This is an optimization exercise on Yosys and OpenROAD, whose aim is small area, a short achievable clock period and few clock cycles per item, not a production implementation. The RTL was checked by simulation tests, not by an equivalence proof against the original design. Power is estimated from default activity; no workload was simulated.

== lane 1 ==
## lz77_token_encoder_unit
module lz77_token_encoder_unit #(
  parameter int SEARCH_SIZE    = lz77_pkg::SEARCH_SIZE_DEF,
  parameter int LOOKAHEAD_SIZE = lz77_pkg::LOOKAHEAD_SIZE_DEF
) (
  input  logic        clk,
  input  logic        rst_n,
  input  logic        in_tvalid,
  output logic        in_tready,
  input  logic [7:0]  in_tdata,    
  input  logic        in_tlast,    
  output logic        out_tvalid,
  input  logic        out_tready,
  output logic [23:0] out_tdata,   
  output logic        out_tlast,   
  input  logic        cfg_valid,
  output logic        cfg_ready,
  input  logic [1:0]  cfg_index,
  input  logic [8:0]  cfg_data
);
  logic [8:0]  window;    
  logic [3:0]  cap;       
  logic [7:0]  q_byte;
  logic        q_last, q_has_last, q_pushed, q_pop;
  logic        q_nonempty, q_owed;
  logic [21:0] tok_data;
  assign cfg_ready = 1'b1;
  always_ff @(posedge clk) begin
    if (!rst_n) begin
      window <= 9'(lz77_pkg::SEARCH_LIMIT_RST);
      cap    <= lz77_pkg::MATCH_LIMIT_RST;
    end else if (cfg_valid) begin
      case (cfg_index)
        lz77_pkg::CFG_SEARCH_LIMIT:
          window <= (cfg_data == '0) ? 9'd1 : (cfg_data > 9'd256) ? 9'd256 : cfg_data;
        lz77_pkg::CFG_MATCH_LIMIT:
  ...
Size in the first run: about 2800 flip-flops.
export LEC_CHECK = 0
export CAP_MARGIN = 20
export CORE_MARGIN = 2
export CORE_UTILIZATION = 40
export SETUP_SLACK_MARGIN = 4.0
export SLEW_MARGIN = 20
create_clock -name core_clock -period 6.0 [get_ports {clk}]
run.sh (not shown) runs the stock make flow with config.mk's settings and CLKGATE_MAP_FILE= SYNTH_SCRIPT=/design/flow/synth_recipe.tcl, a recipe that flattens the netlist after the stock synthesis.
Per the final summary, lane 1 finished and its layout is clean on timing, DRC and antenna.
Testbench counts of lane 1, summed over its fixed seeds: cycles 7,342, bytes 7,200.
[inputs] lane 2 vs lane 1
Settings: CTS_CLUSTER_SIZE newly set to 30; CTS_CLUSTER_DIAMETER newly set to 70; SETUP_SLACK_MARGIN changed from 4.0 to 3.5.
==> flow/flow/run.sh (new file) <==
#!/bin/bash
# The standard layout, except that the port buffers are buf_4 cells
# rather than the delay buffers buffer_ports picks on its own. Every port
# still gets its buffer. The make output goes to standard_flow.log here;
# ORFS keeps each step's log under orfs/logs.
set -euo pipefail
export BUFFER_PORTS_ARGS="-buffer_cell sky130_fd_sc_hd__buf_4"
bash standard.sh > standard_flow.log 2>&1
==> flow/standard.sh (new file) <==
#!/bin/bash
# synth_recipe.tcl (not shown) runs the flow's synth.tcl, then flattens the netlist and writes it again
# the make line also repeats each setting of config.mk as NAME=value (left out here)
make -C /OpenROAD-flow-scripts/flow DESIGN_CONFIG=/design/flow/config.mk WORK_HOME=/design/flow/orfs CLKGATE_MAP_FILE= SYNTH_SCRIPT=/design/flow/synth_recipe.tcl "${@:-finish}"
removed: flow/run.sh
--- outcome ---
Lane 2 reports a lower signed area change from the synthesized netlist to the final layout than lane 1 does.
On maximum frequency, lane 2 and lane 1 are neck and neck.
Compared to lane 1, lane 2 has count of placed standard cells in the final layout, fillers left out 1404 lower.
Lane 2 vs. lane 1: hold slack flat, detailed-route wire length down about 21%.
As far as total number of sequential cells goes, lane 2 and lane 1 are indistinguishable; the numbers are identical.
Final worst slack for lane 2: 0.0051 ns up relative to lane 1
> inputs changed (lane 2 -> lane 3)
Settings: removing CTS_CLUSTER_SIZE (formerly 30); removing CTS_CLUSTER_DIAMETER (formerly 70).
==> run summary <==
Lane 3: final non-filler cell total higher than lane 2
Summary of the comparison: minimum hold slack is higher in lane 3, relative to lane 2.
Comparing lane 3 and lane 2, register fraction of the total cell area is lower on lane 3.
Share of power burned in combinational logic, lane 3 and lane 2: lower on lane 3
Power consumed by combinational cells: lane 3 vs lane 2, no meaningful difference
Relative to lane 2, final period demand of the worst path decreased by 0.015 ns in lane 3.

---

Setup of run A:
lz77_token_encoder_unit again, from the RTL that the note above started with.
make LEC_CHECK=0 CAP_MARGIN=20 CORE_MARGIN=2 CORE_UTILIZATION=40 SETUP_SLACK_MARGIN=3.5 SLEW_MARGIN=20 finish   # period 6.0 ns
Stock flow here: none of the scripts above is used.
Testbench counts of run A, summed over its fixed seeds: cycles 7,342, bytes 7,200.
The following lists how run B was set up differently from run A:
- putting CTS_CLUSTER_SIZE at 30 where nothing was set
- putting CTS_CLUSTER_DIAMETER at 70 where nothing was set
--- outcome ---
- Taking run A as the reference, in run B area overhead of the layout relative to synthesis went down; number of buffers other than clock buffers in the final layout went down; count of clock-buffer cells in the layout went down; sequential cell count did not really move; met3 capacity usage during global routing went down.
- Measured against each other, run A and run B differ in ratio of cells with drive above 1 in the final layout, the lower figure coming from run B.
- Total detailed-routing wirelength of run B falls short of that of run A slightly.
#### Input delta (run C over run B)
- CTS_CLUSTER_DIAMETER: 70 -> unset
- CTS_CLUSTER_SIZE: 30 -> unset
- ABC_CLOCK_PERIOD_IN_PS: unset -> 3000
## What came out
Run C vs run B: signed area change from the synthesized netlist to the final layout up
Lower arrival time at the worst endpoint among run C and run B: run C
For run C, the cell with the largest stage delay on the worst path was sky130_fd_sc_hd__or2_2, unlike run B, where it was sky130_fd_sc_hd__or4_4.
Across both runs, number of inserted filler cells in the final layout was lower for run C than for run B.
Against run B, run C comes in 100 ps higher on minimum setup slack in the final design.
Beginning of the critical path = u_engine.m_r[194]: run B; beginning of the critical path = u_engine.m_r[10]: run C
The higher logic gate share of total power of run C and run B is in run B.

---

lz77_token_encoder_unit, a different RTL version from the one above (not shown whole).
For scale: about 2900 flip-flops, about 53 I/O pins.
clock: 6.0 ns
lec_check: 0
cap_margin: 20
core_margin: 2
core_utilization: 55
cts_cluster_diameter: 70
cts_cluster_size: 30
setup_slack_margin: 3.3
slew_margin: 20
standard.sh (not shown) runs the stock make flow with config.mk's settings and CLKGATE_MAP_FILE= SYNTH_SCRIPT=/design/flow/synth_recipe.tcl, a recipe that flattens the netlist after the stock synthesis.
==> flow/flow/run.sh <==
#!/bin/bash
# The standard layout, except that the port buffers are buf_4 cells
# rather than the delay buffers buffer_ports picks on its own. Every port
# still gets its buffer. The make output goes to standard_flow.log here;
# ORFS keeps each step's log under orfs/logs.
set -euo pipefail
export BUFFER_PORTS_ARGS="-buffer_cell sky130_fd_sc_hd__buf_4"
bash standard.sh > standard_flow.log 2>&1
Testbench counts at the start, summed over its fixed seeds: cycles 7,342, bytes 7,200.
Next try:
--- a/flow/config.mk
+++ b/flow/config.mk
@@ -10 +10 @@
-export CORE_UTILIZATION = 55
+export CORE_UTILIZATION = 65
@@ -12,0 +13 @@
+export PLACE_DENSITY = 0.72
Result: First-iteration DRC count goes up by 11%; design area goes down by 0.91%; global-route usage goes up by 4.2 points; synthesized cell count does not change.
Next try:
--- a/flow/config.mk
+++ b/flow/config.mk
@@ -10 +10 @@
-export CORE_UTILIZATION = 65
+export CORE_UTILIZATION = 40
@@ -13 +12,0 @@
-export PLACE_DENSITY = 0.72
Outcome:
- The changed run went through all stages and came out clean
- die area grows by well over a third
- non-clock buffer count grows by 16
- count of clock-buffer cells in the layout grows by 8
- routed wire length grows by a few percent
- fmax grows slightly
- combinational power stays flat
- register-to-register slack improves by 0.06 ns
- area after synthesis stays the same
- clock power grows by a little under a tenth
Next try:
--- a/flow/config.mk
+++ b/flow/config.mk
@@ -13 +13 @@
-export SETUP_SLACK_MARGIN = 3.3
+export SETUP_SLACK_MARGIN = 3.0
The new run ran to the end with no violations. Clock-buffer cell count stays the same. Worst setup slack loses 0.17 ns. Power is about the same. Area after synthesis stays the same. Global-route usage came out lower by 0.28 points. Sequential power barely changes. Core utilization came out lower by 0.40 points.

## what the ideal ports hide
Ports are ideal in the flow. The routed layouts listed here were re-timed in OpenROAD. Step 1: set_driving_cell puts a clkbuf_16 on clk and a buf_2 on each other input, an assumption about the parent block. Step 2 adds t to the input delays and takes it off the output delays; t is the mean of the earliest and latest rising clock arrival at the registers after step 1. Input paths then give back, and output paths get back, about the clock's delay inside the block. Three values: no drivers, after step 1, after step 2; two values: the first two.
run | t (ns) | setup slack, ns | hold WS [ns] | worst setup path at the end
lane 1 | 0.965 | 3.050 / 3.050 / 2.781 | 0.425 / 0.425 / 0.425 | input to register
lane 2 | 0.949 | 3.055 / 3.055 / 2.662 | 0.423 / 0.423 / 0.423 | input to register
lane 3 | 0.958 | 3.069 / 3.069 / 2.701 | 0.432 / 0.432 / 0.432 | input to register
run A | 0.948 | 3.088 / 3.088 / 2.514 | 0.416 / 0.416 / 0.416 | input to register
run B | 0.951 | 2.986 / 2.986 / 2.528 | 0.420 / 0.420 / 0.420 | input to register
run C | 0.948 | 3.088 / 3.088 / 2.514 | 0.416 / 0.416 / 0.416 | input to register
the first run of note 3 | 0.947 | 3.134 / 3.134 / 2.504 | 0.454 / 0.454 / 0.454 | input to register
the second run of note 3 | 0.926 | 3.099 / 3.099 / 2.604 | 0.458 / 0.458 / 0.458 | input to register
the third run of note 3 | 0.961 | 3.152 / 3.057 / 2.547 | 0.420 / 0.420 / 0.420 | input to register
the fourth run of note 3 | 0.961 | 2.981 / 2.981 / 2.589 | 0.417 / 0.417 / 0.417 | input to register
After both steps every run listed still meets setup and hold. For the first run of note 3, which loses most, drivers alone change the setup slack by 0.000 ns; drivers and shift together by -0.630 ns.
